Context: an optimization exercise on an open-source flow, tuned for small area, a short achievable clock period and few clock cycles. The choices shown serve that exercise and are no tape-out recipe. At most, simulation tests tie the RTL to the original design; equivalence was not proved. No activity file was given, so power comes from the tool's default toggle rates.

Setup of try-pepper:
// isotp_receive_reassembler
module isotp_receive_reassembler #(
	parameter int MAX_MESSAGE_BYTES = 64
) (
	input  logic       clk,
	input  logic       arst_n,
	input  logic       in_valid,
	output logic       in_ready,
	input  logic [1:0] op,
	input  logic [3:0] dlc,
	input  logic [7:0] byte_0,
	input  logic [7:0] byte_1,
	input  logic [7:0] byte_2,
	input  logic [7:0] byte_3,
	input  logic [7:0] byte_4,
	input  logic [7:0] byte_5,
	input  logic [7:0] byte_6,
	input  logic [7:0] byte_7,
	output logic       out_valid,
	input  logic       out_ready,
	output logic [1:0] kind,
	output logic [7:0] data_byte,
	output logic [5:0] byte_index,
	output logic [6:0] msg_length,
	output logic [2:0] error_code,
	output logic       last
);
Settings: LEC_CHECK=0, CAP_MARGIN=20, CORE_MARGIN=2, CORE_UTILIZATION=60, CTS_CLUSTER_DIAMETER=100, CTS_CLUSTER_SIZE=30, SETUP_SLACK_MARGIN=4.4, SLEW_MARGIN=20; clock period 7.0 ns.
run.sh (not shown) runs the stock make flow with config.mk's settings and CLKGATE_MAP_FILE= SYNTH_SCRIPT=/design/flow/synth_recipe.tcl, a recipe that flattens the netlist after the stock synthesis.
Testbench counts of try-pepper, summed over its fixed seeds: cycles 16,083.
--- input diff try-pepper..try-delta ---
- CTS_CLUSTER_SIZE removed (was 30)
- CORE_UTILIZATION changed from 60 to 40
- CTS_CLUSTER_DIAMETER removed (was 100)
try-delta has completed all stages; timing, DRC and antenna checks passed. try-delta against try-pepper: number of H-tree branching levels moved up; sequential share of layout area moved down; worst voltage drop across the vdd grid now smaller; count of placed standard cells in the final layout, fillers left out now sits higher; routed metal-1 wirelength rose by 4.9%.
Inputs modified between try-delta and try-cedar:
- ABC_AREA: unset -> 1
--- outcome ---
- Looking at highest metal layer with signal wires, the met5 result is from try-delta; the met4 one comes from try-cedar.
- The run showing the smaller post-route cell area is try-delta.
- try-cedar vs. try-delta: register fraction of the total cell area down 0.64 points, simple-gate share of the synthesized area shows an increase of 7.4 points, minimum clock period has increased, routed wirelength normalized by instance count saw a decrease, post-detailed-placement half-perimeter wirelength picked up an extra 5300 um.
- Diff try-delta -> try-cedar: number of stages on the worst hold path went down; number of buffers inserted during clock tree synthesis went up.

the reference run:
Another version of the RTL of isotp_receive_reassembler (not shown whole).
Size in the first run: about 600 flip-flops, about 100 I/O pins, about 25,000 µm² of cells after synthesis.
make LEC_CHECK=0 CAP_MARGIN=20 CORE_MARGIN=2 CORE_UTILIZATION=40 CTS_CLUSTER_SIZE=24 SETUP_SLACK_MARGIN=4.0 SLEW_MARGIN=20 finish   # period 7.0 ns
What the trial run does differently from the reference run at the input level:
diff --git a/flow/config.mk b/flow/config.mk
--- a/flow/config.mk
+++ b/flow/config.mk
@@ -9,5 +9,4 @@
 export CORE_MARGIN = 2
 export CORE_UTILIZATION = 40
-export CTS_CLUSTER_SIZE = 24
 export SETUP_SLACK_MARGIN = 4.0
 export SLEW_MARGIN = 20
Results
The trial run was carried through to the last stage, and its layout satisfied the timing, DRC and antenna checks.
Number of H-tree levels: the reference run vs the trial run identical
Net count of the mapped netlist came out exactly the same in the reference run and the trial run.
Die footprint: the reference run vs the trial run identical
Function was not checked in any run of this note: the RTL went through the layout flow alone.

## v6
isotp_receive_reassembler with an RTL version that a note above also has.
Size in the first run: ~1,400 cells after synthesis, about 670 flip-flops, roughly 100 I/O pins, ~27,000 um^2 of cells after synthesis.
make LEC_CHECK=0 CAP_MARGIN=20 CORE_MARGIN=2 CORE_UTILIZATION=40 SETUP_SLACK_MARGIN=4.8 SLEW_MARGIN=20 finish   # period 7.0 ns
v6 did not stop at any stage, and its layout met the timing, DRC and antenna checks.
Testbench counts of v6, summed over its fixed seeds: cycles 16,083.
Changes in v7 relative to v6:
- CTS_CLUSTER_SIZE newly set to 30
- SETUP_SLACK_MARGIN changed from 4.8 to 4.2
- CTS_CLUSTER_DIAMETER newly set to 100
## What came out
- Re non-clock buffer count: v7 and v6 aren't equal, and the lower value belongs to v7.
- v7 was carried through to the last stage, and its layout satisfied the timing, DRC and antenna checks.
- Summary of v7 over v6: via density per instance stayed essentially flat, post-route worst hold slack rose by 0.0081 ns.
Input-level comparison between v18 and v7:
- CTS_CLUSTER_SIZE removed (was 30)
- CTS_CLUSTER_DIAMETER removed (was 100)
- SETUP_SLACK_MARGIN changed from 4.2 to 4.6
Results
- v18 went all the way through the flow, and no timing, DRC or antenna check failed.
- Comparing v7 and v18, the lower final weighted congestion in routability-driven placement is on v7.
- When the final numbers for v7 and v18 were put side by side, the power per cell area turned out to be greater in v18.
- Relative to v7, signal arrival time at the worst endpoint has decreased by 2.02 ns in v18.

## what the ideal ports hide
In the flow no input, the clock included, has a driving cell. The finished layouts below were timed again as built, in two steps. Step 1 assumes that a clkbuf_16 drives the clock port and a buf_2 every other input. Step 2 times the ports against the registers' clock, not the clock port: input delays grow and output delays shrink by t, the midpoint of the rising clock arrivals with the driver on. Slacks: ideal ports / drivers / drivers and shift; pairs: ideal ports / drivers.
run | t, ns | slack for setup (ns) | hold slack, ns | worst slew at a driven data input, ns | pins driven straight from the clock port
try-pepper | 0.651 | 4.334 / 4.275 / 3.823 | 0.527 / 0.527 / 0.527 | 0.04 | 1
try-delta | 0.649 | 4.355 / 4.293 / 3.827 | 0.518 / 0.518 / 0.518 | 0.05 | 1
try-cedar | 0.668 | 4.301 / 4.239 / 3.823 | 0.480 / 0.480 / 0.480 | 0.09 | 1
the reference run | 0.661 | 3.979 / 4.009 / 3.348 | 0.516 / 0.516 / 0.516 | 0.09 | 1
the trial run | 0.661 | 3.979 / 4.009 / 3.348 | 0.516 / 0.516 / 0.516 | 0.09 | 1
v6 | 0.671 | 4.329 / 4.270 / 3.861 | 0.515 / 0.515 / 0.515 | 0.05 | 1
v7 | 0.663 | 4.213 / 4.200 / 3.638 | 0.523 / 0.523 / 0.523 | 0.04 | 1
v18 | 0.664 | 4.324 / 4.264 / 3.967 | 0.452 / 0.452 / 0.452 | 0.04 | 1
After both steps setup and hold are still met in every run listed.
